This design comes from an exercise in tuning for small area, a short achievable clock period and few clock cycles on the open sky130 flow, not from production work.
Function was checked by simulation only, so behaviour that the tests miss may differ from the original.
No activity file was given, so power comes from the tool's default toggle rates.

Design top_k_candidate_list_unit, start of the top module:
module top_k_candidate_list_unit
(
    input  logic                 aclk,
    input  logic                 aresetn,
    input  logic                 s_tvalid,
    output logic                 s_tready,
    input  logic [S_TDATA_W-1:0] s_tdata,    
    input  logic [S_TUSER_W-1:0] s_tuser,    
    output logic                 m_tvalid,
    input  logic                 m_tready,
    output logic [M_TDATA_W-1:0] m_tdata,    
    output logic [M_TUSER_W-1:0] m_tuser,    
    output logic                 m_tlast
);
make LEC_CHECK=0 CAP_MARGIN=20 CORE_MARGIN=2 CORE_UTILIZATION=40 SLEW_MARGIN=20 finish   # period 7.0 ns
run.sh (not shown) runs the stock make flow with config.mk's settings and CLKGATE_MAP_FILE= SYNTH_SCRIPT=/design/flow/synth_recipe.tcl, a recipe that flattens the netlist after the stock synthesis.
Testbench counts at the start, summed over its fixed seeds: cycles 13,749.
Next try:
- SETUP_SLACK_MARGIN: default -> 3.8
The changed run ran to the end with no violations.
Global-route usage came out higher by 2.3 points.
First-iteration DRC count grows by about a fifth.
Non-clock buffer count came out higher by 203.
Clock-buffer cell count decreases by 9.
Cell area rises by about a fifth.
Cell count is higher by a little under a tenth.
Worst setup slack improved by 1.7 ns.
Clock skew shrinks by 0.0055 ns.
Critical path depth went up by 3.
Wire length increases by roughly a tenth.
Next try:
- SETUP_SLACK_MARGIN: 3.8 -> 3.3
The new run finished with timing, DRC and antenna clean.
Sequential share of layout area went up by 4.8 points.
Power went down by a few percent.
Non-clock buffer count went down by 146.
Worst setup slack degrades by 0.092 ns.
Synthesized cell count stays the same.
Clock-buffer cell count went up by 6.
Routed wire length went down by a few percent.
Synthesized area is unchanged.


Another version of the RTL of top_k_candidate_list_unit (not shown whole).
For scale: ~1500 cells after synthesis, ~350 flip-flops, ~84 I/O pins.
Settings: LEC_CHECK=0, CAP_MARGIN=20, CORE_MARGIN=2, CORE_UTILIZATION=40, CTS_CLUSTER_DIAMETER=110, CTS_CLUSTER_SIZE=22, SETUP_SLACK_MARGIN=3.8, SLEW_MARGIN=20; clock period 7.0 ns.
standard.sh (not shown) runs the stock make flow with config.mk's settings and CLKGATE_MAP_FILE= SYNTH_SCRIPT=/design/flow/synth_recipe.tcl, a recipe that flattens the netlist after the stock synthesis.
==> flow/flow/run.sh <==
#!/bin/bash
# The standard layout, with plain buffers (buf_1) on the ports in place of the
# delay buffers buffer_ports picks by default; timing repair resizes them where
# needed. Each tool's output goes to a log of its own under orfs/logs, and
# the make output to standard.log.
set -euo pipefail
export BUFFER_PORTS_ARGS="-buffer_cell sky130_fd_sc_hd__buf_1"
bash standard.sh > standard.log 2>&1
The baseline produced a clean layout.
Testbench counts at the start, summed over its fixed seeds: cycles 13,741.
Edit:
- CTS_CLUSTER_DIAMETER: 110 -> 100
- CTS_CLUSTER_SIZE: 22 -> 18
- GPL_TIMING_DRIVEN: not set -> 0
After rerunning:
- non-clock buffer count increases by 123
- core utilization went up by 4.1 points
- fmax climbs by 1.5%
- routed wire length increases by 9.1%
- worst setup slack gains 50 ps
Edit:
- GPL_TIMING_DRIVEN: 0 -> not set
- SETUP_SLACK_MARGIN: 3.8 -> 3.75
What happened: Sequential share of layout area rises by 4.5 points; via count is lower by a few percent; wire length falls by a little under a tenth; clock skew increases by 18 ps; design area came out lower by a little under a tenth; area after synthesis does not change; worst setup slack is about the same; register-to-register slack gains 80 ps.
Edit:
- SETUP_SLACK_MARGIN: 3.75 -> 3.8
What happened: Cell count went up by 0.32%; wire length hardly moves; design area went up by 0.38%; sequential power barely changes; via count went up by 0.48%; combinational power went up by about 1%; worst setup slack gets better by 36 ps.


Another version of the RTL of top_k_candidate_list_unit (not shown whole).
For scale: roughly 1500 cells after synthesis, roughly 400 flip-flops, about 84 I/O pins, roughly 20000 um^2 of cells after synthesis.
export LEC_CHECK = 0
export ABC_CLOCK_PERIOD_IN_PS = 3000
export CAP_MARGIN = 20
export CORE_MARGIN = 2
export CORE_UTILIZATION = 40
export SETUP_SLACK_MARGIN = 3.8
export SLEW_MARGIN = 20
create_clock -name core_clock -period 7.0 [get_ports {aclk}]
run.sh (not shown) runs the stock make flow with config.mk's settings and CLKGATE_MAP_FILE= SYNTH_SCRIPT=/design/flow/synth_recipe.tcl, a recipe that flattens the netlist after the stock synthesis.
Stock flow here: none of the scripts above is used.
The starting point finished with timing, DRC and antenna clean.
Testbench counts at the start, summed over its fixed seeds: cycles 13,741.
Then changed:
ABC_CLOCK_PERIOD_IN_PS = 2500   (was 3000)
SETUP_SLACK_MARGIN = 4.3   (was 3.8)
Cell area rises by 2.6%.
Wire length rises by 1.6%.
Power rises by 1.5%.
Global-route usage rises by 1.1 points.


== run 1 ==
top_k_candidate_list_unit, a different RTL version from the one above (not shown whole).
For scale: ~1,600 cells after synthesis, about 360 flip-flops, roughly 20,000 um2 of cells after synthesis.
make LEC_CHECK=0 CAP_MARGIN=20 CORE_MARGIN=2 CORE_UTILIZATION=40 CTS_CLUSTER_DIAMETER=100 CTS_CLUSTER_SIZE=18 SETUP_SLACK_MARGIN=3.9 SLEW_MARGIN=20 finish   # period 7.0 ns
Run 1 closes out successfully: all stages finished, all timing, DRC and antenna checks passed.
Testbench counts of run 1, summed over its fixed seeds: cycles 13,741.
### run 1 -> run 2
==> flow/flow/run.sh (new file) <==
#!/bin/bash
# The standard layout, with plain buffers (buf_1) on the ports in place of the
# delay buffers buffer_ports picks by default; timing repair resizes them where
# needed. Each tool's output goes to a log of its own under orfs/logs, and
# the make output to standard.log.
set -euo pipefail
export BUFFER_PORTS_ARGS="-buffer_cell sky130_fd_sc_hd__buf_1"
bash standard.sh > standard.log 2>&1
==> flow/standard.sh (new file) <==
#!/bin/bash
# synth_recipe.tcl (not shown) runs the flow's synth.tcl, then flattens the netlist and writes it again
# the make line also repeats each setting of config.mk as NAME=value (left out here)
make -C /OpenROAD-flow-scripts/flow DESIGN_CONFIG=/design/flow/config.mk WORK_HOME=/design/flow/orfs CLKGATE_MAP_FILE= SYNTH_SCRIPT=/design/flow/synth_recipe.tcl "${@:-finish}"
-- flow/config.mk --
<<< run 1, line 10
export CORE_UTILIZATION = 40
>>> run 2, line 10
export CORE_UTILIZATION = 55
<<< run 1, line 13
export SETUP_SLACK_MARGIN = 3.9
>>> run 2, line 13
export SETUP_SLACK_MARGIN = 3.8
removed: flow/run.sh
==> comparison <==
The count of cells along the worst hold path number comes out lower for run 2 vs run 1. Standard cell area after detailed placement (lower): run 2. Between run 2 and run 1, data arrival at the endpoint of the critical path is lower for run 2, run 1 comes in above that. The run showing the smaller wire length of the first global-routing pass is run 2. The multi-input gate share of the layout cell area in run 2 was higher than what run 1 gave. Compared run 1 against run 2; clock slew seen by the registers of the worst setup and hold paths within noise. Re final worst-path cycle share: run 2 is 0.59 points down on run 1. [compare] base=run 1 new=run 2: die boundary width -about 14%; clock network fraction of design power moved down; setup slack saw an increase. Comparing run 1 against run 2, there is no change at all in number of clock buffers in the layout.
Changes in run 3 relative to run 2:
==> flow/run.sh (new file) <==
#!/bin/bash
# synth_recipe.tcl (not shown) runs the flow's synth.tcl, then flattens the netlist and writes it again
# the make line also repeats each setting of config.mk as NAME=value (left out here)
make -C /OpenROAD-flow-scripts/flow DESIGN_CONFIG=/design/flow/config.mk WORK_HOME=/design/flow/orfs CLKGATE_MAP_FILE= SYNTH_SCRIPT=/design/flow/synth_recipe.tcl finish
-- flow/config.mk --
<<< run 2, line 10
export CORE_UTILIZATION = 55
export CTS_CLUSTER_DIAMETER = 100
export CTS_CLUSTER_SIZE = 18
export SETUP_SLACK_MARGIN = 3.8
>>> run 3, line 10
export CORE_UTILIZATION = 40
export CTS_CLUSTER_DIAMETER = 120
export CTS_CLUSTER_SIZE = 24
export SETUP_SLACK_MARGIN = 3.7
removed: flow/flow/run.sh
removed: flow/standard.sh
- Run 3 went all the way through synthesis, placement and routing and the layout is clean on timing, DRC and antenna.
- Changes observed in run 3 relative to run 2: final non-filler cell total rose by 244; worst hold margin fell by 0.039 ns; total power fell by about 0.5%; antenna diode instance count fell by 1.
- Going from run 2 to run 3, utilization went down 14 points, clock buffer instance count of the final layout went down 27%.
The following lists how run 4 was set up differently from run 3:
==> flow/flow/run.sh (new file) <==
#!/bin/bash
# The standard layout, with plain buffers (buf_1) on the ports in place of the
# delay buffers buffer_ports picks by default; timing repair resizes them where
# needed. Each tool's output goes to a log of its own under orfs/logs, and
# the make output to standard.log.
set -euo pipefail
export BUFFER_PORTS_ARGS="-buffer_cell sky130_fd_sc_hd__buf_1"
bash standard.sh > standard.log 2>&1
==> flow/standard.sh (new file) <==
#!/bin/bash
# synth_recipe.tcl (not shown) runs the flow's synth.tcl, then flattens the netlist and writes it again
# the make line also repeats each setting of config.mk as NAME=value (left out here)
make -C /OpenROAD-flow-scripts/flow DESIGN_CONFIG=/design/flow/config.mk WORK_HOME=/design/flow/orfs CLKGATE_MAP_FILE= SYNTH_SCRIPT=/design/flow/synth_recipe.tcl "${@:-finish}"
-- flow/config.mk --
<<< run 3, line 11
export CTS_CLUSTER_DIAMETER = 120
export CTS_CLUSTER_SIZE = 24
export SETUP_SLACK_MARGIN = 3.7
>>> run 4, line 11
export CTS_CLUSTER_DIAMETER = 100
export CTS_CLUSTER_SIZE = 18
export SETUP_SLACK_MARGIN = 3.8
removed: flow/run.sh
- The clock power in run 4 sits about 20% above the value recorded for run 3.
- Compared to run 3, the routing of run 4 uses less wire.
- When run 4 is measured against run 3, its number of global-route vias before repair turns out 326 lower.
- Compared with run 3, run 4 ends up with a smaller final cell area.
- Clock share of power: run 4 higher than run 3
- Run 4 against run 3: number of buffers inserted during clock tree synthesis went up 5; worst setup slack went up 0.13 ns; worst clock skew went down 0.0031 ns; utilization went down 1.8 points.
The following lists how run 5 was set up differently from run 4:
==> flow/run.sh (new file) <==
#!/bin/bash
# synth_recipe.tcl (not shown) runs the flow's synth.tcl, then flattens the netlist and writes it again
# the make line also repeats each setting of config.mk as NAME=value (left out here)
make -C /OpenROAD-flow-scripts/flow DESIGN_CONFIG=/design/flow/config.mk WORK_HOME=/design/flow/orfs CLKGATE_MAP_FILE= SYNTH_SCRIPT=/design/flow/synth_recipe.tcl finish
-- flow/config.mk --
<<< run 4, line 11
export CTS_CLUSTER_DIAMETER = 100
export CTS_CLUSTER_SIZE = 18
export SETUP_SLACK_MARGIN = 3.8
>>> run 5, line 11
export SETUP_SLACK_MARGIN = 3.9
removed: flow/flow/run.sh
removed: flow/standard.sh
==> notes.md <==
Compared with run 4, in run 5 total wire length climbed 6.8%; hold violation count in the final report stayed essentially flat.
Run 5 finished all stages; the layout is clean.
Per the comparison of run 5 with run 4, register cell area after layout did not really move; number of buffers other than clock buffers in the final layout went up.
met1 routed wirelength after detailed routing, run 4 and run 5, higher one = run 5.
Looking at final weighted congestion in routability-driven placement, run 5 sits above run 4.

-- afterwards: timing with drivers on the ports --
The results above use ideal ports. As a check the final layouts listed here were re-extracted and re-timed, cells and wires unchanged.
Step 1 (the two cells are an assumption about what drives the block):
set clk [get_ports {aclk}]
set_driving_cell -lib_cell sky130_fd_sc_hd__clkbuf_16 $clk
set_driving_cell -lib_cell sky130_fd_sc_hd__buf_2 [delete_from_list [all_inputs] $clk]
Step 2, shift: input delay + t, output delay - t, t = (earliest + latest rising clock arrival at the registers) / 2. This alone moves slack from input paths to output paths.
Three values: ideal ports, drivers, drivers and shift; two values: the first two.
run	shift t [ns]	setup WS [ns]	worst setup path at the end	clock arrival spread, ns
the first run of note 1	0.629	1.780 / 1.780 / 1.780	register to register	0.029 / 0.029
the second run of note 1	0.633	3.446 / 3.446 / 3.254	input to register	0.023 / 0.023
the third run of note 1	0.645	3.354 / 3.354 / 3.310	input to register	0.021 / 0.021
the first run of note 2	0.609	3.729 / 3.742 / 3.158	input to register	0.027 / 0.028
the second run of note 2	0.613	3.779 / 3.718 / 3.238	input to register	0.014 / 0.013
the third run of note 2	0.623	3.781 / 3.719 / 3.273	input to register	0.034 / 0.034
the fourth run of note 2	0.623	3.818 / 3.787 / 3.273	input to register	0.031 / 0.031
the first run of note 3	0.625	2.723 / 2.723 / 2.723	register to register	0.025 / 0.025
the second run of note 3	0.641	2.798 / 2.798 / 2.798	register to register	0.023 / 0.023
run 1	0.617	3.754 / 3.693 / 3.339	input to register	0.037 / 0.037
run 2	0.593	3.795 / 3.741 / 3.255	input to register	0.018 / 0.018
run 3	0.601	3.649 / 3.685 / 3.084	input to register	0.025 / 0.025
run 4	0.621	3.780 / 3.715 / 3.259	input to register	0.021 / 0.021
run 5	0.641	3.793 / 3.734 / 3.240	input to register	0.052 / 0.052
After both steps every run listed still meets setup and hold. For the first run of note 2, which loses most, drivers alone change the setup slack by +0.013 ns; drivers and shift together by -0.571 ns.
